What follows belongs to an exercise in optimizing a design on an open flow for small area and a short achievable clock period; a production flow would make more cautious choices.
No functional check of the RTL was part of any run shown here.
Power is estimated from default activity; no workload was simulated.

## design.v

```verilog
module gshare_fetch_predictor #(
    parameter int          HIST_BITS = 5,
    parameter logic [31:0] RESET_PC  = 32'h0000_0000
) (
    input  logic                 clk,
    input  logic                 Reset,
    input  logic                 PC_write,
    input  logic [31:0]          imem_inst,
    output logic [31:0]          pc_out,
    output logic [31:0]          IF_inst,
    output logic [31:0]          nextPC,
    output logic                 prediction,
    output logic [31:0]          branch_target,
    output logic [31:0]          updated_pc_IF,
    output logic [HIST_BITS-1:0] GHPT_index_IF,
    output logic [HIST_BITS-1:0] GHR_IF,
    output logic [HIST_BITS-1:0] G_BTB_index_IF,
    input  logic                 ex_valid,
    input  logic                 ex_taken,
    input  logic [31:0]          ex_target,
    input  logic [31:0]          ex_pc,
    input  logic [HIST_BITS-1:0] ex_GHPT_index,
    input  logic [HIST_BITS-1:0] ex_G_BTB_index,
    input  logic [HIST_BITS-1:0] ex_GHR,
    input  logic                 ex_mispredict,
    input  logic [31:0]          ex_correct_pc
);
    localparam int ENTRIES = 1 << HIST_BITS;
    localparam int TAG_LSB = HIST_BITS + 2;
    localparam int TAG_W   = 32 - TAG_LSB;
    logic [31:0]                     pc_q, pc_d;
    logic [HIST_BITS-1:0]            ghr_q, ghr_d;
    logic [ENTRIES-1:0][1:0]         pht_q;
    logic [ENTRIES-1:0]              btb_vld_q;
    logic [ENTRIES-1:0][TAG_W-1:0]   btb_tag_q;
    logic [ENTRIES-1:0][31:0]        btb_tgt_q;
    logic [31:2]                     npc_q, npc_d;
    logic [ENTRIES-1:0]              sel_q, sel_d;
    logic                            hit_q, hit_d;
    logic                            pred_q, pred_d;
    logic                            hit_o_q, hit_o_d;
    logic                            pred_o_q, pred_o_d;
    logic [31:0]                     tgt_q, tgt_d;    
    logic unused_ok;
    assign unused_ok = ^{ex_pc[TAG_LSB-1:0], ex_GHR[HIST_BITS-1]};
    assign nextPC         = {npc_q, pc_q[1:0]};
    assign prediction     = pred_o_q;
    assign branch_target  = hit_o_q ? tgt_q : 32'd0;
    assign updated_pc_IF  = pred_o_q ? tgt_q : nextPC;
    assign pc_out         = pc_q;
    assign IF_inst        = imem_inst;
    assign GHPT_index_IF  = pc_q[TAG_LSB-1:2] ^ ghr_q;
    assign GHR_IF         = ghr_q;
    assign G_BTB_index_IF = pc_q[TAG_LSB-1:2];
    logic [31:0]        cor_inc, upd_inc, tgt_inc, npc_inc;
    assign cor_inc = ex_correct_pc + 32'd4;
    assign tgt_inc = tgt_q + 32'd4;
    assign npc_inc = nextPC + 32'd4;
    assign upd_inc = pred_q ? tgt_inc : npc_inc;
    logic c_cor, c_bt, c_rot, c_hold;
    logic [3:0] cor_lo, bt_lo;
    logic [7:0] cor_hi, bt_hi;
    assign c_cor  = ex_valid && ex_mispredict;
    assign c_bt   = !c_cor && PC_write && pred_q;
    assign c_rot  = !c_cor && PC_write && !pred_q;
    assign c_hold = !c_cor && !PC_write;
    always_comb begin
        for (int j = 0; j < 4; j++) begin
            cor_lo[j] = c_cor && (ex_correct_pc[3:2] == 2'(j));
            bt_lo[j]  = c_bt && (tgt_q[3:2] == 2'(j));
        end
        for (int k = 0; k < 8; k++) begin
            cor_hi[k] = (ex_correct_pc[TAG_LSB-1:4] == 3'(k));
            bt_hi[k]  = (tgt_q[TAG_LSB-1:4] == 3'(k));
        end
    end
    for (genvar i = 0; i < ENTRIES; i++) begin : g_sel
        sel_mux4 u (.c0(cor_lo[i % 4]), .d0(cor_hi[i / 4]), .c1(bt_lo[i % 4]), .d1(bt_hi[i / 4]),
                    .c2(c_rot), .d2(sel_q[(i + ENTRIES - 1) % ENTRIES]), .c3(c_hold), .d3(sel_q[i]),
                    .y(sel_d[i]));
    end
    always_comb begin
        pc_d  = pc_q;
        npc_d = npc_q;
        ghr_d = ghr_q;
        if (ex_valid && ex_mispredict) begin
            pc_d  = ex_correct_pc;
            npc_d = cor_inc[31:2];
            ghr_d = {ex_GHR[HIST_BITS-2:0], ex_taken};
        end else if (PC_write) begin
            pc_d  = updated_pc_IF;
            npc_d = upd_inc[31:2];
            if (hit_q) ghr_d = {ghr_q[HIST_BITS-2:0], pred_q};
        end
    end
    logic                 btb_wr, pht_wr;
    logic [1:0]           ex_cnt, ex_cnt_new;
    assign btb_wr = ex_valid && ex_taken;
    assign pht_wr = ex_valid;
    always_comb begin
        ex_cnt = '0;
        for (int i = 0; i < ENTRIES; i++)
            if (ex_GHPT_index == HIST_BITS'(i)) ex_cnt = pht_q[i];
        ex_cnt_new = ex_cnt;
        if (ex_taken) begin
            if (ex_cnt != 2'b11) ex_cnt_new = ex_cnt + 2'd1;
        end else if (ex_cnt != 2'b00) begin
            ex_cnt_new = ex_cnt - 2'd1;
        end
    end
    logic [HIST_BITS-1:0] nidx, npidx;
    logic [ENTRIES-1:0]   npsel;
    logic [31:0]          tgt_rd;
    logic                 ctr_rd;
    logic                 btb_byp, pht_byp;
    logic                 hit_rd, hit_ex, ctr_n;
    assign nidx  = pc_d[TAG_LSB-1:2];
    assign npidx = nidx ^ ghr_d;
    always_comb begin
        ctr_rd = 1'b0;
        for (int i = 0; i < ENTRIES; i++) begin
            npsel[i] = (npidx == HIST_BITS'(i));
            ctr_rd = ctr_rd | (npsel[i] & pht_q[i][1]);
        end
    end
    logic [ENTRIES-1:0] ent_hit;
    for (genvar i = 0; i < ENTRIES; i++) begin : g_eq
        tag_eq u_eq (.tag(btb_tag_q[i]), .pc(pc_d[31:TAG_LSB]), .vld(btb_vld_q[i]), .hit(ent_hit[i]));
    end
    btb_col_rd u_hit_rd (.sel(sel_d), .d(ent_hit), .y(hit_rd));
    logic [31:0] tgt_rdn;
    for (genvar b = 0; b < 32; b++) begin : g_tgt
        logic [ENTRIES-1:0] col;
        for (genvar i = 0; i < ENTRIES; i++) begin : g_e
            assign col[i] = btb_tgt_q[i][b];
        end
        btb_col_rd_s u_rd (.sel(sel_d), .d(col), .yn(tgt_rdn[b]));
    end
    assign tgt_rd = ~tgt_rdn;
    assign btb_byp = btb_wr && (ex_G_BTB_index == nidx);
    assign pht_byp = pht_wr && (ex_GHPT_index == npidx);
    assign hit_ex  = (ex_pc[31:TAG_LSB] == pc_d[31:TAG_LSB]);
    assign ctr_n   = pht_byp ? ex_cnt_new[1] : ctr_rd;
    hit_pred u_hp   (.byp(btb_byp), .hit_ex(hit_ex), .hit_rd(hit_rd), .ctr(ctr_n), .hit(hit_d), .pred(pred_d));
    hit_pred u_hp_o (.byp(btb_byp), .hit_ex(hit_ex), .hit_rd(hit_rd), .ctr(ctr_n), .hit(hit_o_d), .pred(pred_o_d));
    assign tgt_d   = btb_byp ? ex_target : tgt_rd;
    always_ff @(posedge clk or posedge Reset) begin
        if (Reset) begin
            pc_q   <= RESET_PC;
            npc_q  <= RESET_PC[31:2] + 30'd1;
            sel_q  <= ENTRIES'(1) << RESET_PC[TAG_LSB-1:2];
            ghr_q  <= '0;
            hit_q    <= 1'b0;
            pred_q   <= 1'b0;
            hit_o_q  <= 1'b0;
            pred_o_q <= 1'b0;
        end else begin
            pc_q   <= pc_d;
            npc_q  <= npc_d;
            sel_q  <= sel_d;
            ghr_q  <= ghr_d;
            hit_q    <= hit_d;
            pred_q   <= pred_d;
            hit_o_q  <= hit_o_d;
            pred_o_q <= pred_o_d;
        end
    end
    always_ff @(posedge clk) tgt_q <= tgt_d;
    always_ff @(posedge clk or posedge Reset) begin
        if (Reset) begin
            pht_q     <= {ENTRIES{2'b01}};
            btb_vld_q <= '0;
        end else begin
            for (int i = 0; i < ENTRIES; i++) begin
                if (pht_wr && ex_GHPT_index == HIST_BITS'(i)) pht_q[i] <= ex_cnt_new;
                if (btb_wr && ex_G_BTB_index == HIST_BITS'(i)) btb_vld_q[i] <= 1'b1;
            end
        end
    end
    always_ff @(posedge clk) begin
        for (int i = 0; i < ENTRIES; i++) begin
            if (btb_wr && ex_G_BTB_index == HIST_BITS'(i)) begin
                btb_tag_q[i] <= ex_pc[31:TAG_LSB];
                btb_tgt_q[i] <= ex_target;
            end
        end
    end
endmodule
module btb_col_rd_s (
    input  logic [31:0] sel,
    input  logic [31:0] d,
    output logic        yn
);
    logic [2:0] g;
    rd12 u_g0 (.sel(sel[11:0]),  .d(d[11:0]),  .y(g[0]));
    rd12 u_g1 (.sel(sel[23:12]), .d(d[23:12]), .y(g[1]));
    rd8  u_g2 (.sel(sel[31:24]), .d(d[31:24]), .y(g[2]));
    cell_nor3 u_o (.a(g[0]), .b(g[1]), .c(g[2]), .y(yn));
endmodule
module rd12 (
    input  logic [11:0] sel,
    input  logic [11:0] d,
    output logic        y
);
    logic [3:0] p;
    for (genvar k = 0; k < 4; k++) begin : g_p
        cell_aoi222 u (.a1(sel[3*k]), .a2(d[3*k]), .b1(sel[3*k+1]), .b2(d[3*k+1]),
                       .c1(sel[3*k+2]), .c2(d[3*k+2]), .y(p[k]));
    end
    cell_nand4 u_n (.a(p[0]), .b(p[1]), .c(p[2]), .d(p[3]), .y(y));
endmodule
module hit_pred (
    input  logic byp, hit_ex, hit_rd, ctr,
    output logic hit, pred
);
    assign hit  = byp ? hit_ex : hit_rd;
    assign pred = hit & ctr;
endmodule
module btb_col_rd (
    input  logic [31:0] sel,
    input  logic [31:0] d,
    output logic        y
);
    logic [3:0]  g;
    logic [1:0]  h;
    for (genvar m = 0; m < 4; m++) begin : g_g
        rd8 u (.sel(sel[8*m +: 8]), .d(d[8*m +: 8]), .y(g[m]));
    end
    cell_nor2 u_h0 (.a(g[0]), .b(g[1]), .y(h[0]));
    cell_nor2 u_h1 (.a(g[2]), .b(g[3]), .y(h[1]));
    cell_nand2 u_o (.a(h[0]), .b(h[1]), .y(y));
endmodule
module sel_mux4 (
    input  logic c0, d0, c1, d1, c2, d2, c3, d3,
    output logic y
);
    assign y = ~(~((c0 & d0) | (c1 & d1)) & ~((c2 & d2) | (c3 & d3)));
endmodule
module rd8 (
    input  logic [7:0] sel,
    input  logic [7:0] d,
    output logic       y
);
    assign y = ~(~((sel[0] & d[0]) | (sel[1] & d[1])) & ~((sel[2] & d[2]) | (sel[3] & d[3])) &
                 ~((sel[4] & d[4]) | (sel[5] & d[5])) & ~((sel[6] & d[6]) | (sel[7] & d[7])));
endmodule
module tag_eq (
    input  logic [24:0] tag,
    input  logic [24:0] pc,
    input  logic        vld,
    output logic        hit
);
    assign hit = vld & (tag == pc);
endmodule
module cell_nand2 (input logic a, b, output logic y);
    assign y = ~(a & b);
endmodule
module cell_nor2 (input logic a, b, output logic y);
    assign y = ~(a | b);
endmodule
module cell_aoi222 (input logic a1, a2, b1, b2, c1, c2, output logic y);
    assign y = ~((a1 & a2) | (b1 & b2) | (c1 & c2));
endmodule
module cell_nand4 (input logic a, b, c, d, output logic y);
    assign y = ~(a & b & c & d);
endmodule
module cell_nor3 (input logic a, b, c, output logic y);
    assign y = ~(a | b | c);
endmodule
```

## run.sh

```bash
#!/bin/bash
# synth_recipe.tcl (not shown) runs the flow's synth.tcl, then flattens the netlist and writes it again
# the make line also repeats each setting of config.mk as NAME=value (left out here)
make -C /OpenROAD-flow-scripts/flow DESIGN_CONFIG=/design/flow/config.mk WORK_HOME=/design/flow/orfs CLKGATE_MAP_FILE= SYNTH_SCRIPT=/design/flow/synth_recipe.tcl finish
```

## config.mk

```make
export PLATFORM = sky130hd
export DESIGN_NAME = gshare_fetch_predictor
export DESIGN_NICKNAME = gshare_fetch_predictor
export VERILOG_FILES = /design/flow/design.v
export SDC_FILE = /design/flow/constraint.sdc
export NUM_CORES = 4
export LEC_CHECK = 0
export CAP_MARGIN = 20
export CORE_MARGIN = 2
export CORE_UTILIZATION = 40
export CTS_CLUSTER_DIAMETER = 80
export CTS_CLUSTER_SIZE = 24
export SETUP_SLACK_MARGIN = 3.0
export SLEW_MARGIN = 20
export SYNTH_HIERARCHICAL = 1
```

## constraint.sdc

```tcl
create_clock -name core_clock -period 6.5 [get_ports {clk}]
set_input_delay 1.3000 -clock core_clock [delete_from_list [all_inputs] [get_ports {clk}]]
set_output_delay 1.3000 -clock core_clock [all_outputs]
set_load 0.01 [all_outputs]
```

==> results of run 1 <==
-- through the flow --
stage / power, mW / hold slack (ns) / area (um^2) / utilization / worst slack, ns
2_1_floorplan: 17.3 / 0.439 / 82300 / - / 2.05
3_3_place_gp: 19.3 / 0.451 / 90000 / 0.444 / 0.560
4_1_cts: 28.0 / 0.474 / 97600 / 0.482 / 2.69
6_report: 28.1 / 0.473 / 99000 / 0.489 / 2.62
5_1_grt: 28.9 / 0.487 / 99000 / 0.488 / 2.59
3_5_place_dp: 19.3 / 0.452 / 90000 / 0.444 / 0.567
-- cell usage after synthesis, drive strengths merged, types with 104 or more instances --
library cell | count | area, um^2
edfxtp | 1824 | 54800
xor2 | 547 | 4790
xnor2 | 326 | 2860
a222oi | 256 | 2560
a22oi | 211 | 1580
nand4 | 174 | 1110
nor4 | 167 | 1250
dfrtp | 165 | 4130
nand2 | 142 | 533
nor2 | 133 | 504
o21ai | 106 | 546
nand3 | 104 | 521
-- worst paths after layout --
check | from | slack [ns] | endpoint
max | ex_taken | 2.62 | btb_tgt_q[383]
min | btb_vld_q[15] | 0.47 | btb_vld_q[15]
max reg2reg | pred_o_q | 2.65 | pred_q
min reg2reg | btb_vld_q[15] | 0.47 | btb_vld_q[15]
max in group asynchronous | Reset | 4.38 | pred_o_q
min in group asynchronous | Reset | 0.77 | btb_vld_q[0]
-- per-module statistics from Yosys, one instance, submodules excluded, a selection --
module	cells inside	area, um^2	flops+latches	times used
sel_mux4	3	18.8	0	32
rd8	5	36.3	0	36
cell_nor2	1	3.75	0	2
cell_nor3	1	10.0	0	32
gshare_fetch_predictor	3161	67600	2055	1
tag_eq	34	279	0	32
cell_aoi222	1	10.0	0	256
cell_nand2	1	3.75	0	1
cell_nand4	1	6.26	0	64
hit_pred	2	23.8	0	2
-- registers in the layout (all words and copies together) (netlist names) --
signal,count
pred_q,1
sel_q,32
btb_tgt_q,1024
btb_tag_q,800
hit_q,1
hit_o_q,1
pred_o_q,1
ghr_q,5
npc_q,30
btb_vld_q,32
tgt_q,32
pc_q,32
pht_q,64
-- report_power, final --
part | switching (mW) | total [mW] | leakage, nW | internal, mW
clock network | 4.66 | 8.35 | 1.85 | 3.69
registers | 0.439 | 15.2 | 19.1 | 14.8
logic | 2.70 | 4.54 | 12.1 | 1.85
-- metal layers --
layer	vias up	share of wire	GRT usage
met5	-	0.00019	0
met4	8	0.053	0.118
met3	551	0.083	0.0410
met2	2525	0.48	0.423
met1	26300	0.38	0.329
li1	21100	-	-
-- cells by family after synthesis --
logic type                 Yosys count
and+or+nand+nor                    930
DFF                               2055
buffers and inverters              143
AOI/OAI and AO/OA                  716
muxes                              166
xor gates and xnor gates           873
adders and majority gates            1
-- worst register-to-register path: cells and delay by family (launching register included) --
family	cells	cell delay, ns
AND/OR/NAND/NOR	7	1.44
multiplexers	3	0.77
buffers and inverters	3	0.58
flip-flops	1	0.42
XOR/XNOR	1	0.30
AO/OA/AOI/OAI	2	0.27
-- layout make-up --
type	count	share of cell area
diodes	6	0.000152
clock buffers	164	0.0313
clock inverters	52	0.00771
inverters	21	0.000897
multi-input cells	2698	0.228
flip-flops and latches	2055	0.610
well taps	2672	0.0338
repair buffers	826	0.0877
-- what timing repair did --
action / CTS / global route
gates resized for setup: 454 / 130
cloned: 25 / 5
setup buffers: 211 / 87
pin swaps: 131 / 104
endpoints found under the setup margin: 691 / 634
==> flow_summary.ini, run 1 <==
[status]
status = finished clean

[synthesis]
synth.yosys.warnings = 7
synth-simple-area-share = 0.0663
synthesis.area_um2 = 81800
ys_ff_latch = 2055
ys_async_sr_fraction = 0.0968
syn_area_per_cell_um2 = 16.7
synth_nets = 5034
synth-seq-area-share = 0.739
synth_edf_count = 1824
synthMuxAreaShare = 0.0220
synth-adder-area-share = 0.000153
yosysUniqueCellTypes = 83
synth_cells = 4884
synth_top_family_by_area = XOR/XNOR gates
ys.flop_type = edfxtp_1
synth_xor_area_frac = 0.0935
synth-compound-area-share = 0.0693

[drt]
drc_errors = 0
drt_pass1_iterations = 9
wl_per_cell_um = 32.3
vias_per_cell = 5.95
ant_nets = 0
vias = 50500
drtIter0Drc = 7257
routed_wl_um = 275000

[timing]
finalClockSkew_ns = 0.0567
finalCritPeriodShare = 0.597
rsz0062_at_grt = true
slew-limit-headroom = 0.230
setup_tns_ns = 0
setup_violations = 0
max_clock_freq_mhz = 258
drv_slew = 0
tightest_slew_ns = 1.16
fin_crit_ns = 3.88
hold_viol = 0

[cells_and_area]
multi_input_area_um2 = 22600
layout_commonest_cell = edfxtp_1
nFillCells = 17000
layout.nets = 5866
drive_above_1_share = 0.222
area_delta_synth_final_pct = 21.1
mostFrequentLayoutCells = edfxtp_1 (1824), xor2_1 (540), buf_4 (390)
fin_cells = 8494
seq_area_um2 = 60400

[worst_setup_path]
cp-start-kind = input port
crit_slowest_cell = nor2_4
cp.required_ns = 6.97
cp_top_family = simple AND/OR/NAND/NOR gates
crit_type = input port to flip-flop
crit_fanout = 31
cp_num_cells = 5
critPathBufInv = 2
cp_slowest_stage_delay_ns = 1.01
cp-end-kind = flip-flop
r2r_cells = 16
cp.arrival_ns = 4.35
crit_chain = clkdlybuf4s50_1, and3_1, nand2_1, nor2_4, buf_12

[cts]
h-tree-depth = 3
cts_buffers = 114
cts_root_buffer = clkbuf_16
cts.sinks = 2055
cts_tree = built
cts_buffer_depth = 3
hold_buffers = 0
clk_pin_slew_ns = 0.09
insertion_delay_ns = 0.82

[grt]
grt_start_max_net_pins = 142
antenna_found_initial = 21
grt_usage = 0.255
grt_pass1_wl_um = 378000
grt.overflow.total = 0
grt_pass1_vias = 48700

[placed_design]
hpwl_um = 160000
port_buffers = 252
place_inst = 7943
gp_congestion = 0.862

[floorplanning]
die_h_um = 456
core_area_um2 = 203000
die_w_um = 456
die_area_um2 = 208000
placementRows = 165
initial_core_util = 0.403
num_io_pins = 325

[power_and_ir_drop]
leakage_nw = 33.1
vdd_ir_drop_max_v = 0.000252
powerDensity_nw_per_um2 = 284

[hold_path]
worstHoldPathType = flip-flop to flip-flop
whs_path_depth = 1

[job]
maxCapViolCount = 0
==> run 2, diff against run 1 <==
==> flow/run.sh (new file) <==
#!/bin/bash
# Standard layout, with the port buffers made from buf_2 instead of the
# default delay-buffer cell. Each make step logs under orfs/logs; the make
# output as a whole goes to standard.log in the work folder.
set -euo pipefail
export BUFFER_PORTS_ARGS="-buffer_cell sky130_fd_sc_hd__buf_2"
bash standard.sh > standard.log 2>&1
==> standard.sh (new file) <==
#!/bin/bash
# synth_recipe.tcl (not shown) runs the flow's synth.tcl, then flattens the netlist and writes it again
# the make line also repeats each setting of config.mk as NAME=value (left out here)
make -C /OpenROAD-flow-scripts/flow DESIGN_CONFIG=/design/flow/config.mk WORK_HOME=/design/flow/orfs CLKGATE_MAP_FILE= SYNTH_SCRIPT=/design/flow/synth_recipe.tcl "${@:-finish}"
removed: run.sh
==> run 2 against run 1 <==
Still clean on timing, DRC and antenna. Design area shrank 2.0%. Sequential cell count is the same. First-iteration DRC count grew 1.8%. Clock skew shrank 0.013 ns. Register-to-register slack is essentially flat. Maximum frequency grew 1.2%. Critical endpoint is now pred_o_q. Highest routed layer unchanged.
==> flow_summary.ini, run 2 <==
[timing]
setup_tns_ns = 0
finalClockSkew_ns = 0.0433
max_clock_freq_mhz = 261
tightest_slew_ns = 1.11
fin_crit_ns = 3.84
rsz0062_at_grt = true
setup_violations = 0
drv_slew = 0
slew-limit-headroom = 0.260
finalCritPeriodShare = 0.590
hold_viol = 0

[floorplanning]
die_w_um = 456
die_area_um2 = 208000
die_h_um = 456
core_area_um2 = 203000
placementRows = 165
num_io_pins = 325
initial_core_util = 0.403

[drt]
drc_errors = 0
drtIter0Drc = 7388
ant_nets = 0
routed_wl_um = 274000
wl_per_cell_um = 32.6
vias = 50400
vias_per_cell = 5.99
drt_pass1_iterations = 9

[synthesis]
ys.flop_type = edfxtp_1
yosys.area.top_type = edfxtp_1
synth.yosys.warnings = 7
synth_nets = 5034
ys_async_sr_fraction = 0.0968
post-synth-top-area-fraction = 0.670
synthesis.area_um2 = 81800
synth_commonest_cells = edfxtp_1 (1824), xor2_1 (547), xnor2_1 (326)
synth-seq-area-share = 0.739
synth_edf_count = 1824
ys_ff_latch = 2055
netlist_top_cells_area = edfxtp_1 (67%), xor2_1 (5.9%), dfrtp_1 (5.0%)
synth_cells = 4884
yosysUniqueCellTypes = 83
yosysMostFrequentCell = edfxtp_1
syn_area_per_cell_um2 = 16.7

[worst_setup_path]
cp.required_ns = 7.23
crit_top_cell = buf_12
cp-start-kind = flip-flop
cp_slowest_stage_delay_ns = 0.47
crit_fanout = 12
critPathBufInv = 4
crit_chain = buf_12, buf_4, mux2_2, mux2i_4, o21ai_4, buf_12, bufbuf_16, xor2_1, nor4_2, nand3_2, nor4_4, a22oi_2, nand4_1, nor2_1, nand2_4, mux2_4, and2_4
cp_top_family = simple AND/OR/NAND/NOR gates
cp_num_cells = 17
cp.arrival_ns = 4.56
cp-end-kind = flip-flop
crit_type = flip-flop to flip-flop
crit_slowest_cell = dfrtp_4
r2r_cells = 17

[cells_and_area]
largest_register_ffs = 1024
largest_register = btb_tgt_q
top_regs = btb_tgt_q x1024, btb_tag_q x800, pht_q x64
seq_area_um2 = 60400
multi_input_area_um2 = 22900
utilization = 0.479
mostFrequentLayoutCells = edfxtp_1 (1824), xor2_1 (547), xnor2_1 (326)
layout.nets = 5775
drive_above_1_share = 0.244
layout_commonest_cell = edfxtp_1
area_delta_synth_final_pct = 18.7
nFillCells = 17100

[grt]
grt.overflow.total = 0
antenna_found_initial = 30
grt_pass1_wl_um = 373000
grt_usage = 0.252
grt_pass1_vias = 47700
grt_start_max_net_pins = 108

[power_and_ir_drop]
p_clk_frac = 0.284
power_frac_comb = 0.163
leakage_nw = 32.6
vdd_ir_drop_max_v = 0.000273
powerDensity_nw_per_um2 = 283
power.internal_mw = 19.9
seqPwrFrac = 0.553
switching_power_mw = 7.56
p_sw_frac = 0.275

[placed_design]
port_buffers = 252
hpwl_um = 152000
gp_congestion = 0.866

[status]
status = finished clean

[cts]
cts_buffers = 107
cts.sinks = 2055
cts_tree = built
insertion_delay_ns = 0.81
h-tree-depth = 3
cts_root_buffer = clkbuf_16
cts_buffer_depth = 3
hold_buffers = 0
clk_pin_slew_ns = 0.09

[job]
maxCapViolCount = 0

[hold_path]
whs_path_depth = 1
worstHoldPathType = flip-flop to flip-flop
==> run 2: final timing paths <==
| check | from | endpoint | slack [ns] |
|---|---|---|---|
| min in group asynchronous | Reset | btb_vld_q[14] | 0.68 |
| min | btb_vld_q[8] | btb_vld_q[8] | 0.48 |
| min reg2reg | btb_vld_q[8] | btb_vld_q[8] | 0.48 |
| max | pred_o_q | pred_o_q | 2.66 |
| max reg2reg | pred_o_q | pred_o_q | 2.66 |
| max in group asynchronous | Reset | pred_o_q | 4.54 |
==> run 2: metal layers <==
layer	track usage	wire length (um)	vias to the layer above
li1	-	-	21000
met1	0.329	104000	26300
met2	0.407	129000	2570
met3	0.0413	24000	540
met4	0.132	16300	12
met5	0	73	-
==> run 2: metrics by stage <==
stage	area [um^2]	total power, mW	instances	hold WS [ns]	setup slack [ns]
4_1_cts	95500	27.3	8296	0.477	2.73
3_5_place_dp	88300	19.1	7890	0.451	0.746
2_1_floorplan	82300	17.3	4884	0.439	2.05
6_report	97100	27.5	8402	0.476	2.66
3_3_place_gp	88300	19.1	7889	0.451	0.762
5_1_grt	97000	28.2	8396	0.486	2.62
==> run 2: layout make-up <==
type	instances	share of cell area
timing repair buffer	730	0.0702
sequential	2055	0.623
inverter	21	0.000980
antenna	14	0.000361
tap	2672	0.0344
multi-input combinational	2710	0.236
clock buffer	162	0.0307
clock inverter	38	0.00494
==> run 2: what timing repair did <==
item	in CTS	in global routing
endpoints found under the setup margin	233	106
buffers inserted	173	82
gates cloned	33	9
resized for setup	240	143
pin swaps	151	179
==> run 2: cell families after synthesis <==
kind of cell,share of synthesized area
compound gates,0.0693
xor+xnor,0.0935
fa+ha+maj,0.000153
buf+inv,0.00962
flops,0.739
mux,0.0220
simple gates,0.0663
==> run 2: worst reg2reg max path, delay by kind of cell (launching register included) <==
| family | cells | cell delay [ns] |
|---|---|---|
| mux | 3 | 0.74 |
| buf+inv | 4 | 0.87 |
| simple gates | 7 | 1.31 |
| xor+xnor | 1 | 0.18 |
| flops | 1 | 0.47 |
| compound gates | 2 | 0.25 |
==> run 2: Yosys stat by module (local to each module, per instance), excerpt <==
module	flops+latches	cells inside
cell_nand2	0	1
gshare_fetch_predictor	2055	3161
sel_mux4	0	3
rd8	0	5
hit_pred	0	2
cell_nor3	0	1
cell_aoi222	0	1
tag_eq	0	34
cell_nand4	0	1
cell_nor2	0	1
==> run 2: power by group through the flow <==
stage                     Sequential (mW)  Clock [mW]  Combinational (mW)
after detailed placement             15.4           0                3.65
final                                15.2        7.79                4.49
after global routing                 15.2        8.30                4.69
after CTS                            15.2        7.86                4.30
after floorplan                      15.3           0                2.07
after global placement               15.4           0                3.62
==> run 3, diff against run 2 <==
--- a/design.v
+++ b/design.v
@@ -125,8 +125,12 @@
     end
-    logic [ENTRIES-1:0] ent_hit;
-    for (genvar i = 0; i < ENTRIES; i++) begin : g_eq
-        tag_eq u_eq (.tag(btb_tag_q[i]), .pc(pc_d[31:TAG_LSB]), .vld(btb_vld_q[i]), .hit(ent_hit[i]));
-    end
-    btb_col_rd u_hit_rd (.sel(sel_d), .d(ent_hit), .y(hit_rd));
-    logic [31:0] tgt_rdn;
+    logic [TAG_W-1:0] tag_rd;
+    logic [31:0]      tgt_rdn;
+    logic             vld_rd;
+    for (genvar b = 0; b < TAG_W; b++) begin : g_tag
+        logic [ENTRIES-1:0] col;
+        for (genvar i = 0; i < ENTRIES; i++) begin : g_e
+            assign col[i] = btb_tag_q[i][b];
+        end
+        btb_col_rd u_rd (.sel(sel_d), .d(col), .y(tag_rd[b]));
+    end
     for (genvar b = 0; b < 32; b++) begin : g_tgt
@@ -138,3 +142,5 @@
     end
+    btb_col_rd u_vld_rd (.sel(sel_d), .d(btb_vld_q), .y(vld_rd));
     assign tgt_rd = ~tgt_rdn;
+    tag_hit u_hit (.rd(tag_rd), .pc(pc_d[31:TAG_LSB]), .vld(vld_rd), .hit(hit_rd));
     assign btb_byp = btb_wr && (ex_G_BTB_index == nidx);
@@ -246,4 +252,4 @@
 endmodule
-module tag_eq (
-    input  logic [24:0] tag,
+module tag_hit (
+    input  logic [24:0] rd,
     input  logic [24:0] pc,
@@ -252,3 +258,28 @@
 );
-    assign hit = vld & (tag == pc);
+    logic [24:0] miss;
+    logic [8:0]  ok;
+    logic [2:0]  bad;
+    for (genvar b = 0; b < 25; b++) begin : g_x
+        cell_xor2 u (.a(rd[b]), .b(pc[b]), .y(miss[b]));
+    end
+    for (genvar m = 0; m < 8; m++) begin : g_o
+        cell_nor3 u (.a(miss[3*m]), .b(miss[3*m+1]), .c(miss[3*m+2]), .y(ok[m]));
+    end
+    cell_and2b u_o8 (.a_n(miss[24]), .b(vld), .y(ok[8]));
+    for (genvar m = 0; m < 3; m++) begin : g_b
+        cell_nand3 u (.a(ok[3*m]), .b(ok[3*m+1]), .c(ok[3*m+2]), .y(bad[m]));
+    end
+    cell_nor3 u_h (.a(bad[0]), .b(bad[1]), .c(bad[2]), .y(hit));
+endmodule
+module cell_nand3 (input logic a, b, c, output logic y);
+    assign y = ~(a & b & c);
+endmodule
+module cell_aoi222 (input logic a1, a2, b1, b2, c1, c2, output logic y);
+    assign y = ~((a1 & a2) | (b1 & b2) | (c1 & c2));
+endmodule
+module cell_nand4 (input logic a, b, c, d, output logic y);
+    assign y = ~(a & b & c & d);
+endmodule
+module cell_nor3 (input logic a, b, c, output logic y);
+    assign y = ~(a | b | c);
 endmodule
@@ -257,2 +288,5 @@
 endmodule
+module cell_and2b (input logic a_n, b, output logic y);
+    assign y = ~a_n & b;
+endmodule
 module cell_nor2 (input logic a, b, output logic y);
@@ -260,10 +294,4 @@
 endmodule
-module cell_aoi222 (input logic a1, a2, b1, b2, c1, c2, output logic y);
-    assign y = ~((a1 & a2) | (b1 & b2) | (c1 & c2));
-endmodule
-module cell_nand4 (input logic a, b, c, d, output logic y);
-    assign y = ~(a & b & c & d);
-endmodule
-module cell_nor3 (input logic a, b, c, output logic y);
-    assign y = ~(a | b | c);
-endmodule
+module cell_xor2 (input logic a, b, output logic y);
+    assign y = a ^ b;
+endmodule
==> run 3 against run 2 <==
Largest cell class unchanged. Critical endpoint unchanged. Hold slack worse by 0.011 ns. Final cell count is 7.2% lower. Utilization is 0.27 points higher. Global-route usage is 4.2 points higher. Combinational power is 33% lower. Power is 5.5% lower. Clock power is 1% lower. Synthesized area is 5.7% lower. Synthesized cell count is 9.7% lower. First-iteration DRC count is 18% higher. Sequential cell count stayed put. Still clean on timing, DRC and antenna.
==> flow_summary.ini, run 3 <==
[placed_design]
port_buffers = 252
hpwl_um = 145000
gp_congestion = 0.869
placed_area_um2 = 83000

[power_and_ir_drop]
vdd_ir_drop_max_v = 0.000249
power.internal_mw = 19.1
power_frac_comb = 0.116
p_sw_frac = 0.265
powerDensity_nw_per_um2 = 281
leakage_nw = 30.3
p_clk_frac = 0.296
seqPwrFrac = 0.588
switching_power_mw = 6.88

[synthesis]
yosysUniqueCellTypes = 84
ys_async_sr_fraction = 0.0968
synthesis.area_um2 = 77100
netlist_top_cells_area = edfxtp_1 (71%), a22oi_1 (6.0%), dfrtp_1 (5.4%)
synth.yosys.warnings = 7
synth-seq-area-share = 0.784
post-synth-top-area-fraction = 0.710
syn_area_per_cell_um2 = 17.5
synth_edf_count = 1824
yosysMostFrequentCell = edfxtp_1
synth_nets = 4559
yosys.area.top_type = edfxtp_1
ys_ff_latch = 2055
ys.flop_type = edfxtp_1
synth_cells = 4409
synth_commonest_cells = edfxtp_1 (1824), a22oi_1 (611), a222oi_1 (256)

[worst_setup_path]
cp.arrival_ns = 4.79
crit_type = input port to flip-flop
crit_fanout = 10
cp-end-kind = flip-flop
cp_slowest_stage_delay_ns = 0.28
cp.required_ns = 7.24
cp-start-kind = input port
crit_slowest_cell = buf_4
critPathBufInv = 6
crit_chain = buf_12, nand2_8, buf_6, nand2_8, buf_12, clkinv_8, a22oi_2, buf_12, buf_4, nand2_8, a22oi_1, nand4_1, nor2_2, nand2_1, xor2_1, nor3_2, nand3_2, nor3_4, mux2_4, and2_4
cp_top_family = simple AND/OR/NAND/NOR gates

[timing]
rsz0062_at_grt = true
setup_violations = 0
drv_slew = 0
max_clock_freq_mhz = 247
setup_tns_ns = 0
slew-limit-headroom = 0.210
finalClockSkew_ns = 0.0379
tightest_slew_ns = 1.18
fin_crit_ns = 4.05
hold_viol = 0
finalCritPeriodShare = 0.624

[cells_and_area]
nFillCells = 15800
layout.nets = 5314
mostFrequentLayoutCells = edfxtp_1 (1824), a22oi_1 (504), buf_4 (286)
drive_above_1_share = 0.263
top_regs = btb_tgt_q x1024, btb_tag_q x800, pht_q x64
largest_register_ffs = 1024
area_delta_synth_final_pct = 19.9
largest_register = btb_tgt_q
layout_commonest_cell = edfxtp_1
design_area_um2 = 92400

[cts]
cts_tree = built
cts.sinks = 2055
clk_pin_slew_ns = 0.09
cts_buffer_depth = 3
cts_root_buffer = clkbuf_16
cts_buffers = 106
h-tree-depth = 3
insertion_delay_ns = 0.82

[grt]
grt_usage = 0.294
grt_pass1_vias = 47300
grt_start_max_net_pins = 128
grt_pass1_wl_um = 398000
antenna_found_initial = 30
grt.overflow.total = 0

[floorplanning]
core_area_um2 = 192000
num_io_pins = 325
die_area_um2 = 196000
initial_core_util = 0.402
die_w_um = 443
placementRows = 161
die_h_um = 443

[drt]
wl_per_cell_um = 38.0
vias = 50700
ant_nets = 0
drtIter0Drc = 8747
vias_per_cell = 6.50
drt_pass1_iterations = 9
routed_wl_um = 296000
drc_errors = 0

[job]
maxCapViolCount = 0

[status]
status = finished clean

[hold_path]
worstHoldPathType = input port to async pin
==> run 3: area by class of cell <==
type	count	area, um^2	share of cell area
Tap cell	2526	3160	0.0342
Antenna cell	16	40.0	0.000433
Timing Repair Buffer	709	6570	0.0710
Sequential cell	2055	60500	0.654
Inverter	21	113	0.00122
Clock inverter	34	467	0.00505
Timing Repair inverter	3	62.6	0.000677
Clock buffer	166	2940	0.0318
Multi-Input combinational cell	2268	18600	0.202
==> run 3: worst paths after layout <==
check                              start            end  slack, ns  depth (start not counted)
setup / recovery                ex_valid       pred_o_q       2.45                         20
hold / removal                     Reset        pc_q[6]       0.46                          2
setup reg to reg                  pred_q       pred_o_q       2.60                         18
hold reg to reg            btb_vld_q[10]  btb_vld_q[10]       0.48                          1
max in group asynchronous          Reset       pc_q[30]       4.73                          3
min in group core_clock    btb_vld_q[10]  btb_vld_q[10]       0.48                          1
==> run 3: metal layers <==
| layer | wire (um) | up-vias | part of all wire | track usage |
|---|---|---|---|---|
| met4 | 28900 | 24 | 0.098 | 0.225 |
| met2 | 128000 | 3610 | 0.43 | 0.436 |
| met3 | 38100 | 1003 | 0.13 | 0.0936 |
| met5 | 162 | - | 0.00055 | 0.00391 |
| li1 | - | 20100 | - | - |
| met1 | 101000 | 25900 | 0.34 | 0.357 |
==> run 3: modules after synthesis (local to each module, per instance), a selection <==
module / flops+latches / copies in the design / cells inside
cell_nand3: 0 / 3 / 1
hit_pred: 0 / 2 / 2
cell_nand4: 0 / 64 / 1
gshare_fetch_predictor: 2055 / 1 / 3161
cell_aoi222: 0 / 256 / 1
rd8: 0 / 136 / 5
sel_mux4: 0 / 32 / 3
cell_nand2: 0 / 26 / 1
cell_nor2: 0 / 52 / 1
cell_nor3: 0 / 41 / 1
cell_xor2: 0 / 25 / 1
cell_and2b: 0 / 1 / 1
==> run 3: kinds of logic (layout without fill, tap and decap cells) <==
group	Yosys count	count (layout)	synth area share
flops	2055	2055	0.784
compound gates	1116	1116	0.112
simple gates	830	887	0.0587
mux	166	166	0.0233
buf+inv	143	933	0.0102
xor+xnor	98	98	0.0111
fa+ha+maj	1	1	0.000162
other cells	0	16	0
==> run 3: worst reg2reg max path, stage by stage (launching register included) <==
cell     delay (ns)
dfrtp_4        0.64
nand2_1        0.27
nor3_4         0.08
buf_12         0.18
buf_4          0.13
a22oi_2        0.17
buf_12         0.19
nand2_8        0.11
buf_4          0.19
a22oi_1        0.15
nand4_1        0.16
nor2_2         0.30
nand2_2        0.13
xor2_1         0.35
nor3_2         0.10
nand3_2        0.13
nor3_4         0.05
mux2_4         0.31
and2_4         0.16
==> run 3: power groups by stage <==
| stage | logic [mW] | registers (mW) | clock network [mW] |
|---|---|---|---|
| 2_1_floorplan | 1.39 | 15.3 | 0 |
| 3_3_place_gp | 2.48 | 15.5 | 0 |
| 3_5_place_dp | 2.51 | 15.5 | 0 |
| 4_1_cts | 2.83 | 15.2 | 7.71 |
| 5_1_grt | 3.11 | 15.3 | 8.15 |
| 6_report | 3.01 | 15.3 | 7.70 |
==> run 3: through the flow <==
stage / power, mW / hold slack, ns / utilization / setup WS [ns] / cells
finish: 26.0 / 0.465 / 0.481 / 2.45 / 7798
global route: 26.5 / 0.459 / 0.481 / 2.48 / 7784
CTS: 25.8 / 0.463 / 0.475 / 2.79 / 7718
detailed placement: 18.0 / 0.453 / 0.432 / 0.522 / 7224
global placement: 18.0 / 0.451 / 0.432 / 0.580 / 7223
floorplan: 16.7 / 0.440 / - / 1.97 / 4409
==> run 3: timing repair <==
item,CTS,global route
pin swaps,172,123
cloned,59,5
endpoints found under the setup margin,692,141
hold endpoints to repair,0,0
gates resized for setup,264,89
setup buffers,235,59
hold buffers,0,0
==> run 4, diff against run 3 <==
--- a/config.mk
+++ b/config.mk
@@ -15 +15,2 @@
 export SYNTH_HIERARCHICAL = 1
+export TNS_END_PERCENT = 5
==> run 4 against run 3 <==
Design area down 1.8%. Maximum frequency up 1.7%. Synthesized cell count did not move. Critical path depth decreased by 2. Via count shrank 1.7%. Die area unchanged. Combinational power fell by 3%. First-iteration DRC count decreased by 5.7%. Hold slack got worse by 0.0092 ns. Utilization down 0.88 points. Critical endpoint is now pred_q. Largest power group unchanged.
==> flow_summary.ini, run 4 <==
[worst_setup_path]
cp-end-kind = flip-flop
cp-start-kind = input port
cp.required_ns = 7.24
crit_start = ex_valid
r2r_slack_ns = 2.64
worstReg2RegEnd = pred_q
r2r_cells = 14
cp.arrival_ns = 4.73
crit_fanout = 15
crit_type = input port to flip-flop
r2r_start = tgt_q[6]

[grt]
grt.overflow.total = 0
grt_usage = 0.266
grt_pass1_wl_um = 368000
grt_pass1_vias = 46200
antenna_found_initial = 21
grt_start_max_net_pins = 139

[drt]
routed_wl_um = 283000
vias = 49800
drc_errors = 0
drt_pass1_iterations = 8
vias_per_cell = 6.47
ant_nets = 0
drtIter0Drc = 8247
wl_per_cell_um = 36.8

[synthesis]
synth.yosys.warnings = 7
synth-seq-area-share = 0.784
ys.flop_type = edfxtp_1
ys_ff_latch = 2055
synth_nets = 4559
synthesis.area_um2 = 77100
post-synth-top-area-fraction = 0.710
syn_area_per_cell_um2 = 17.5
synth_commonest_cells = edfxtp_1 (1824), a22oi_1 (611), a222oi_1 (256)
synth_cells = 4409
synth_edf_count = 1824
netlist_top_cells_area = edfxtp_1 (71%), a22oi_1 (6.0%), dfrtp_1 (5.4%)
yosysUniqueCellTypes = 84
yosysMostFrequentCell = edfxtp_1
yosys.area.top_type = edfxtp_1
ys_async_sr_fraction = 0.0968

[timing]
slew-limit-headroom = 0.205
hold_viol = 0
max_clock_freq_mhz = 251
drv_slew = 0
fin_crit_ns = 3.99
finalClockSkew_ns = 0.0671
finalCritPeriodShare = 0.613
setup_violations = 0
rsz0062_at_grt = true
setup_tns_ns = 0
tightest_slew_ns = 1.19

[status]
status = finished clean

[cts]
cts_tree = built
cts.sinks = 2055
cts_buffers = 108
hold_buffers = 0
clk_pin_slew_ns = 0.09
cts_root_buffer = clkbuf_16
insertion_delay_ns = 0.80
cts_buffer_depth = 3
h-tree-depth = 3

[power_and_ir_drop]
leakage_nw = 29.6
powerDensity_nw_per_um2 = 288
vdd_ir_drop_max_v = 0.000226
power_mw = 26.1

[floorplanning]
die_h_um = 443
initial_core_util = 0.402
num_io_pins = 325
placementRows = 161
die_area_um2 = 196000
die_w_um = 443
core_area_um2 = 192000

[placed_design]
port_buffers = 252
hpwl_um = 147000
gp_congestion = 0.928
place_inst = 7232

[cells_and_area]
drive_above_1_share = 0.242
top_regs = btb_tgt_q x1024, btb_tag_q x800, pht_q x64
mostFrequentLayoutCells = edfxtp_1 (1824), a22oi_1 (533), buf_4 (273)
layout_commonest_cell = edfxtp_1
largest_register = btb_tgt_q
fin_cells = 7700
layout.nets = 5221
largest_register_ffs = 1024
area_delta_synth_final_pct = 17.7

[hold_path]
worstHoldPathType = input port to async pin

[job]
maxCapViolCount = 0
[run 4: cell counts after synthesis]
Identical to the previous run, type by type.
[run 4: layout make-up]
class / count / area, um^2
Multi-Input combinational cell: 2252 / 18000
Timing Repair Buffer: 632 / 5350
Antenna cell: 19 / 47.5
Inverter: 21 / 95.1
Clock inverter: 42 / 622
Sequential cell: 2055 / 60400
Timing Repair inverter: 1 / 16.3
Tap cell: 2526 / 3160
Fill cell: 16100 / 101000
Clock buffer: 152 / 3000
[run 4: metal layers]
metal | global-route usage | vias to the layer above | wire length [um]
met5 | 0 | - | 66
met1 | 0.344 | 25800 | 98900
met3 | 0.0511 | 719 | 34400
li1 | - | 19900 | -
met2 | 0.411 | 3426 | 127000
met4 | 0.171 | 10 | 22700
[run 4: cells by family (layout without fill, tap and decap cells)]
| logic type | after synthesis | count (layout) | share of synthesized area |
|---|---|---|---|
| adders and majority gates | 1 | 1 | 0.000162 |
| AOI/OAI and AO/OA | 1116 | 1116 | 0.112 |
| buffers and inverters | 143 | 848 | 0.0102 |
| xor gates and xnor gates | 98 | 98 | 0.0111 |
| and+or+nand+nor | 830 | 871 | 0.0587 |
| DFF | 2055 | 2055 | 0.784 |
| muxes | 166 | 166 | 0.0233 |
| other | 0 | 19 | 0 |
[run 4: per-stage QoR]
| step | hold slack, ns | setup slack, ns | utilization | instance area [um^2] |
|---|---|---|---|---|
| 3_5_place_dp | 0.454 | 0.775 | 0.433 | 83200 |
| 5_1_grt | 0.470 | 2.53 | 0.473 | 90700 |
| 4_1_cts | 0.436 | 2.26 | 0.462 | 88800 |
| 2_1_floorplan | 0.440 | 1.97 | - | 77600 |
| 6_report | 0.456 | 2.51 | 0.473 | 90700 |
| 3_3_place_gp | 0.452 | 0.802 | 0.433 | 83100 |
[run 4: timing repair]
action                                  CTS  global route
endpoints found under the setup margin  432           182
pin swaps                                60           104
gates cloned                             25            18
buffers inserted                         97           115
resized for setup                       116           114
[run 4: Yosys stat by module (local to each module, per instance), excerpt]
module / flip-flops and latches / copies in the design
cell_xor2: 0 / 25
sel_mux4: 0 / 32
gshare_fetch_predictor: 2055 / 1
rd8: 0 / 136
cell_nand4: 0 / 64
cell_nor2: 0 / 52
cell_nor3: 0 / 41
cell_nand3: 0 / 3
cell_and2b: 0 / 1
cell_nand2: 0 / 26
hit_pred: 0 / 2
cell_aoi222: 0 / 256
[run 4: how the worst max path moves through the flow]
stage | endpoint | slack [ns] | cells after the start
2_1_floorplan | pred_o_q | 1.97 | 18
3_3_place_gp | pred_q | 0.80 | 18
3_5_place_dp | pred_q | 0.78 | 18
4_1_cts | branch_target[13] | 2.26 | 3
5_1_grt | pred_q | 2.53 | 18
6_report | pred_q | 2.51 | 18
[run 4: worst max-delay path: stages]
cell     delay (ns)
buf_12         0.12
nand2_8        0.11
buf_12         0.16
nor3b_1        0.29
buf_4          0.29
a22oi_2        0.11
buf_4          0.20
nand2_4        0.42
a22oi_2        0.16
nand4_1        0.14
nor2_1         0.06
nand2_1        0.08
xor2_1         0.08
nor3_2         0.42
nand3_2        0.17
nor3_4         0.25
mux2_4         0.20
and2_4         0.13
[run 4: power breakdown]
group	switching, mW	internal, mW
clock network	4.41	3.59
logic	1.94	0.967
registers	0.451	14.8
==> run 5, diff against run 4 <==
--- a/design.v
+++ b/design.v
@@ -126,3 +126,2 @@
     logic [TAG_W-1:0] tag_rd;
-    logic [31:0]      tgt_rdn;
     logic             vld_rd;
@@ -140,6 +139,5 @@
         end
-        btb_col_rd_s u_rd (.sel(sel_d), .d(col), .yn(tgt_rdn[b]));
+        btb_col_rd u_rd (.sel(sel_d), .d(col), .y(tgt_rd[b]));
     end
     btb_col_rd u_vld_rd (.sel(sel_d), .d(btb_vld_q), .y(vld_rd));
-    assign tgt_rd = ~tgt_rdn;
     tag_hit u_hit (.rd(tag_rd), .pc(pc_d[31:TAG_LSB]), .vld(vld_rd), .hit(hit_rd));
@@ -194,25 +192,2 @@
 endmodule
-module btb_col_rd_s (
-    input  logic [31:0] sel,
-    input  logic [31:0] d,
-    output logic        yn
-);
-    logic [2:0] g;
-    rd12 u_g0 (.sel(sel[11:0]),  .d(d[11:0]),  .y(g[0]));
-    rd12 u_g1 (.sel(sel[23:12]), .d(d[23:12]), .y(g[1]));
-    rd8  u_g2 (.sel(sel[31:24]), .d(d[31:24]), .y(g[2]));
-    cell_nor3 u_o (.a(g[0]), .b(g[1]), .c(g[2]), .y(yn));
-endmodule
-module rd12 (
-    input  logic [11:0] sel,
-    input  logic [11:0] d,
-    output logic        y
-);
-    logic [3:0] p;
-    for (genvar k = 0; k < 4; k++) begin : g_p
-        cell_aoi222 u (.a1(sel[3*k]), .a2(d[3*k]), .b1(sel[3*k+1]), .b2(d[3*k+1]),
-                       .c1(sel[3*k+2]), .c2(d[3*k+2]), .y(p[k]));
-    end
-    cell_nand4 u_n (.a(p[0]), .b(p[1]), .c(p[2]), .d(p[3]), .y(y));
-endmodule
 module hit_pred (
@@ -276,8 +251,2 @@
 endmodule
-module cell_aoi222 (input logic a1, a2, b1, b2, c1, c2, output logic y);
-    assign y = ~((a1 & a2) | (b1 & b2) | (c1 & c2));
-endmodule
-module cell_nand4 (input logic a, b, c, d, output logic y);
-    assign y = ~(a & b & c & d);
-endmodule
 module cell_nor3 (input logic a, b, c, output logic y);
--- a/config.mk
+++ b/config.mk
@@ -15,2 +15 @@
 export SYNTH_HIERARCHICAL = 1
-export TNS_END_PERCENT = 5
==> run 5 against run 4 <==
First-iteration DRC count decreased by 9.5%. Setup slack got worse by 0.066 ns. Global-route usage grew 0.31 points. Clock skew shrank 0.013 ns. Highest routed layer unchanged.
==> flow_summary.ini, run 5 <==
[cells_and_area]
layout.nets = 5381
nFillCells = 16200
seq_area_um2 = 60400
largest_register_ffs = 1024
top_regs = btb_tgt_q x1024, btb_tag_q x800, pht_q x64
drive_above_1_share = 0.228
layout_commonest_cell = edfxtp_1
area_delta_synth_final_pct = 16.6
largest_register = btb_tgt_q
multi_input_area_um2 = 18300
utilization = 0.470
mostFrequentLayoutCells = edfxtp_1 (1824), a22oi_1 (921), buf_4 (268)

[drt]
ant_nets = 0
drc_errors = 0
wl_per_cell_um = 34.9
vias_per_cell = 6.29
vias = 49400
highest_layer = met5
dr_wl_met3_um = 29900
wl_met2_um = 126000
drtIter0Drc = 7460
wl_met1_um = 101000
drt_pass1_iterations = 6
routed_wl_um = 275000

[timing]
fin_crit_ns = 4.05
hold_viol = 0
setup_tns_ns = 0
finalClockSkew_ns = 0.0537
rsz0062_at_grt = true
fin_ws_ns = 2.45
drv_slew = 0
tightest_slew_ns = 1.22
slew-limit-headroom = 0.181
finalCritPeriodShare = 0.624
setup_violations = 0
max_clock_freq_mhz = 247

[floorplanning]
die_w_um = 445
num_io_pins = 325
die_h_um = 445
core_area_um2 = 193000
initial_core_util = 0.403
placementRows = 161
die_area_um2 = 198000

[cts]
cts_tree = built
cts_buffers = 107
clk_pin_slew_ns = 0.10
h-tree-depth = 3
cts_root_buffer = clkbuf_16
insertion_delay_ns = 0.83
cts_buffer_depth = 3
cts.sinks = 2055
hold_buffers = 0

[worst_setup_path]
crit_chain = buf_12, buf_12, and2_4, and3_4, buf_4, a22oi_2, buf_12, nand2_8, a22oi_1, nand4_1, nor2_1, nand2_1, xor2_1, nor3_2, nand3_2, nor3_4, buf_12, mux2_4, and2_4
cp_slowest_stage_delay_ns = 0.31
cp-start-kind = input port
critPathBufInv = 5
cp.arrival_ns = 4.79
crit_fanout = 21
crit_top_cell = buf_12
r2r_slack_ns = 2.53
cp-end-kind = flip-flop
crit_type = input port to flip-flop
crit_slowest_cell = nor3_2
cp.required_ns = 7.23
cp_top_family = simple AND/OR/NAND/NOR gates

[synthesis]
netlist_top_cells_area = edfxtp_1 (70%), a22oi_1 (9.6%), dfrtp_1 (5.3%)
post-synth-top-area-fraction = 0.705
yosysUniqueCellTypes = 82
synth-seq-area-share = 0.778
ys.flop_type = edfxtp_1
yosys.area.top_type = edfxtp_1
synth_nets = 4748
ys_ff_latch = 2055
synth_cells = 4598
syn_area_per_cell_um2 = 16.9
synth.yosys.warnings = 7
synth_commonest_cells = edfxtp_1 (1824), a22oi_1 (995), nand4_1 (240)
ys_async_sr_fraction = 0.0968
synth_edf_count = 1824
synthesis.area_um2 = 77700
yosysMostFrequentCell = edfxtp_1

[grt]
grt_pass1_vias = 46700
grt_pass1_wl_um = 373000
grt_usage = 0.269
grt.overflow.total = 0
grt_start_max_net_pins = 68
antenna_found_initial = 23

[power_and_ir_drop]
powerDensity_nw_per_um2 = 286
leakage_nw = 29.6
vdd_ir_drop_max_v = 0.000239

[placed_design]
port_buffers = 252
hpwl_um = 152000
dp_slack_ns = 0.555
gp_congestion = 0.871

[status]
status = finished clean

[hold_path]
worstHoldPathType = flip-flop to flip-flop

[job]
maxCapViolCount = 0
==> run 5: cell types whose count changed after synthesis, sizes merged, moves of 32 or more <==
cell / previous run / this run
a22oi: 611 / 995
a222oi: 256 / 0
nand2: 167 / 201
a21oi: 60 / 28
mux2: 84 / 116
nand4: 210 / 242
nor3: 68 / 36
==> run 5: what timing repair did <==
action                     4_1_cts  5_1_grt
setup endpoints to repair      346      213
pin swaps                      104       46
gates cloned                    25        5
resized for setup              164       63
setup buffers                  128       34
==> run 5: worst paths after layout <==
check,startpoint,end,cells after the start
min reg2reg,btb_vld_q[24],btb_vld_q[24],1
max reg2reg,pred_q,pred_q,16
min in group asynchronous,Reset,ghr_q[0],3
max,ex_mispredict,pred_q,19
min,btb_vld_q[24],btb_vld_q[24],1
max in group asynchronous,Reset,pc_q[30],4
==> run 5: metrics by stage <==
stage / total power, mW / instance area [um^2] / instances / hold slack [ns]
5_1_grt: 26.6 / 90600 / 7856 / 0.493
2_1_floorplan: 16.7 / 78300 / 4598 / 0.440
4_1_cts: 25.8 / 89800 / 7804 / 0.478
6_report: 25.9 / 90600 / 7864 / 0.476
3_5_place_dp: 18.0 / 83900 / 7455 / 0.455
3_3_place_gp: 18.0 / 83900 / 7454 / 0.452
==> run 5: layout make-up <==
type	count	share of cell area
Antenna cell	20	0.000552
Clock buffer	161	0.0333
Clock inverter	35	0.00569
Inverter	21	0.00109
Multi-Input combinational cell	2430	0.202
Sequential cell	2055	0.667
Tap cell	2526	0.0349
Timing Repair Buffer	615	0.0556
Timing Repair inverter	1	0.0000966
==> run 5: kinds of logic after synthesis <==
family / share of synthesized area
AND/OR/NAND/NOR: 0.0600
XOR/XNOR: 0.0110
flip-flops: 0.778
adder cells (fa/ha/maj): 0.000161
multiplexers: 0.0278
buffers and inverters: 0.00977
AO/OA/AOI/OAI: 0.113
==> run 5: power breakdown <==
part	switching, mW	internal [mW]
clock	4.44	3.48
sequential	0.400	14.8
combinational	1.87	0.955
total	6.71	19.2
==> run 5: routing by layer <==
metal / vias to the layer above / global-route usage
li1: 20200 / -
met2: 3023 / 0.419
met1: 25700 / 0.347
met4: 6 / 0.152
met3: 568 / 0.0625
met5: - / 0
==> run 5: Yosys stat by module (local to each module, per instance), a selection <==
module,times used,flip-flops and latches,area (um^2)
gshare_fetch_predictor,1,2055,67600
cell_nand3,3,0,5.00
hit_pred,2,0,23.8
cell_nor2,116,0,3.75
rd8,232,0,36.3
sel_mux4,32,0,18.8
cell_nor3,9,0,10.0
cell_and2b,1,0,13.8
cell_xor2,25,0,8.76
==> run 6, diff against run 5 <==
==> run.sh (new file) <==
#!/bin/bash
# synth_recipe.tcl (not shown) runs the flow's synth.tcl, then flattens the netlist and writes it again
# the make line also repeats each setting of config.mk as NAME=value (left out here)
make -C /OpenROAD-flow-scripts/flow DESIGN_CONFIG=/design/flow/config.mk WORK_HOME=/design/flow/orfs CLKGATE_MAP_FILE= SYNTH_SCRIPT=/design/flow/synth_recipe.tcl finish
removed: flow/run.sh
removed: standard.sh
==> run 6 against run 5 <==
Still clean on timing, DRC and antenna. Wire length rose by 2.3%. Clock power fell by 2%. Synthesized area did not move. Hold slack improved by 0.00055 ns. Die area did not move. Clock-buffer cell count fell by 4. Sequential cell count did not move. Via count rose by 1.6%. Setup slack got worse by 0.069 ns. Combinational power rose by 9.6%. Register-to-register slack got worse by 0.03 ns. Critical path type unchanged. Critical endpoint unchanged. Largest cell class unchanged. Highest routed layer unchanged.
==> flow_summary.ini, run 6 <==
[timing]
slew-limit-headroom = 0.193
tightest_slew_ns = 1.20
finalClockSkew_ns = 0.0712
setup_tns_ns = 0
rsz0062_at_grt = true
max_clock_freq_mhz = 243
hold_slack_ns = 0.476
finalCritPeriodShare = 0.634
drv_slew = 0
fin_crit_ns = 4.12
hold_viol = 0
fin_ws_ns = 2.38
setup_violations = 0

[synthesis]
yosysMostFrequentCell = edfxtp_1
ys_ff_latch = 2055
synth-seq-area-share = 0.778
netlist_top_cells_area = edfxtp_1 (70%), a22oi_1 (9.6%), dfrtp_1 (5.3%)
synth_commonest_cells = edfxtp_1 (1824), a22oi_1 (995), nand4_1 (240)
ys.flop_type = edfxtp_1
synth_edf_count = 1824
post-synth-top-area-fraction = 0.705
synth_cells = 4598
yosysUniqueCellTypes = 82
syn_area_per_cell_um2 = 16.9
synth_nets = 4748
ys_async_sr_fraction = 0.0968
synth.yosys.warnings = 7
yosys.area.top_type = edfxtp_1
synthesis.area_um2 = 77700

[placed_design]
port_buffers = 252
hpwl_um = 153000
dp_slack_ns = 0.312
gp_congestion = 0.873

[power_and_ir_drop]
leakage_nw = 30.2
powerDensity_nw_per_um2 = 279
vdd_ir_drop_max_v = 0.000289

[cts]
hold_buffers = 0
clk_pin_slew_ns = 0.09
cts_root_buffer = clkbuf_16
cts.sinks = 2055
cts_buffers = 105
h-tree-depth = 3
cts_tree = built
insertion_delay_ns = 0.82
cts_buffer_depth = 3

[floorplanning]
die_w_um = 445
initial_core_util = 0.403
core_area_um2 = 193000
die_h_um = 445
placementRows = 161
die_area_um2 = 198000
num_io_pins = 325

[worst_setup_path]
cp-start-kind = input port
crit_fanout = 9
cp.required_ns = 7.19
crit_type = input port to flip-flop
cp-end-kind = flip-flop
cp.arrival_ns = 4.81

[drt]
routed_wl_um = 281000
drtIter0Drc = 7448
drt_pass1_iterations = 9
drc_errors = 0
vias = 50200
ant_nets = 0
vias_per_cell = 6.31
wl_per_cell_um = 35.3

[cells_and_area]
nFillCells = 16000
drive_above_1_share = 0.215
mostFrequentLayoutCells = edfxtp_1 (1824), a22oi_1 (910), buf_4 (327)
multi_input_area_um2 = 18600
top_regs = btb_tgt_q x1024, btb_tag_q x800, pht_q x64
largest_register = btb_tgt_q
layout_commonest_cell = edfxtp_1
seq_area_um2 = 60500
layout.nets = 5482
area_delta_synth_final_pct = 19.9
utilization = 0.483
largest_register_ffs = 1024

[hold_path]
worstHoldPathType = flip-flop to flip-flop

[grt]
grt_usage = 0.273
antenna_found_initial = 14
grt_start_max_net_pins = 102
grt.overflow.total = 0
grt_pass1_vias = 47500
grt_pass1_wl_um = 379000

[status]
status = finished clean

[job]
maxCapViolCount = 0
==> run 6: cell counts after synthesis <==
No cell type changed its count.
==> run 6: modules after synthesis (local to each module, per instance), excerpt <==
module                  times used  cells  flip-flops and latches  area [um^2]
gshare_fetch_predictor           1   3126                    2055        67600
cell_nand2                      58      1                       0         3.75
sel_mux4                        32      3                       0         18.8
rd8                            232      5                       0         36.3
cell_nor3                        9      1                       0         10.0
cell_nand3                       3      1                       0         5.00
cell_nor2                      116      1                       0         3.75
==> run 6: metrics by stage <==
stage | power [mW] | cells | instance area [um^2]
final | 26.0 | 7962 | 93100
after global routing | 26.6 | 7959 | 93100
after CTS | 25.9 | 7862 | 91900
after detailed placement | 18.2 | 7485 | 85500
after global placement | 18.2 | 7485 | 85500
after floorplan | 16.7 | 4598 | 78300
==> run 6: path summary, 6_finish.rpt <==
path	cells past startpoint	startpoint	slack, ns	end
max in group asynchronous	3	Reset	4.65	sel_q[12]
min in group asynchronous	3	Reset	1.11	pc_q[5]
hold reg to reg	1	btb_vld_q[27]	0.48	btb_vld_q[27]
setup reg to reg	17	tgt_q[3]	2.50	pred_q
setup / recovery	18	ex_mispredict	2.38	pred_q
hold / removal	1	btb_vld_q[27]	0.48	btb_vld_q[27]
==> run 6: cell families after synthesis <==
kind of cell,after synthesis,synth area share
AOI/OAI and AO/OA,1211,0.113
xor gates and xnor gates,98,0.0110
adders and majority gates,1,0.000161
buffers and inverters,140,0.00977
DFF,2055,0.778
muxes,198,0.0278
and+or+nand+nor,895,0.0600
==> run 6: power breakdown <==
| group | total, mW | internal (mW) | switching [mW] |
|---|---|---|---|
| sequential | 15.2 | 14.8 | 0.417 |
| clock | 7.73 | 3.36 | 4.37 |
| combinational | 3.09 | 1.17 | 1.92 |
==> run 6: critical path, cell delays in order <==
cell,delay [ns]
buf_12,0.12
buf_6,0.11
and2_4,0.20
and3_4,0.26
a22oi_2,0.31
nand2_8,0.17
buf_4,0.23
a22oi_2,0.30
nand4_1,0.21
nor2_1,0.15
nand2_1,0.10
xor2_1,0.21
nor3_2,0.21
nand3_2,0.13
nor3_4,0.36
buf_6,0.17
mux2_4,0.14
and2_4,0.13
==> run 6: cell type report <==
cell class                 count  share of cell area
timing repair buffer         718              0.0791
tap                         2526              0.0339
inverter                      21             0.00110
antenna                       18            0.000484
clock inverter                36             0.00547
clock buffer                 157              0.0311
multi-input combinational   2430               0.200
timing repair inverter         1            0.000121
sequential                  2055               0.649
==> run 6: timing repair <==
item,CTS,global route
setup endpoints to repair,614,352
hold endpoints to repair,0,0
resized for setup,316,167
cloned,28,12
setup buffers,156,70
pin swaps,113,69
==> run 6: metal layers <==
metal,part of all wire,track usage,vias up
met1,0.36,0.351,26000
met5,0.00011,0,-
li1,-,-,20400
met3,0.12,0.0671,662
met4,0.069,0.157,4
met2,0.45,0.423,3205

re-timing with driven ports:
Ports are ideal in the flow. The routed layouts listed here were re-timed in OpenROAD. Step 1 (the two cells are an assumption about what drives the block):
set clk [get_ports {clk}]
set_driving_cell -lib_cell sky130_fd_sc_hd__clkbuf_16 $clk
set_driving_cell -lib_cell sky130_fd_sc_hd__buf_2 [delete_from_list [all_inputs] $clk]
Step 2 also shifts input and output timing later by t, the mid clock arrival at the registers, as if the neighbouring blocks saw the same clock. Three values: no drivers, after step 1, after step 2; two values: the first two.
run	t, ns	setup WS [ns]	worst setup path at the end
run 1	0.877	2.619 / 2.655 / 1.807	input to register
run 2	0.874	2.665 / 2.665 / 1.814	input to register
run 3	0.886	2.445 / 2.467 / 1.581	input to register
run 4	0.855	2.513 / 2.532 / 1.676	input to register
run 5	0.893	2.446 / 2.495 / 1.602	input to register
run 6	0.873	2.377 / 2.425 / 1.552	input to register
After both steps setup and hold are still met in every run listed. The setup slack of run 3, which loses most, moves by +0.022 ns with the drivers and by -0.864 ns with both steps.
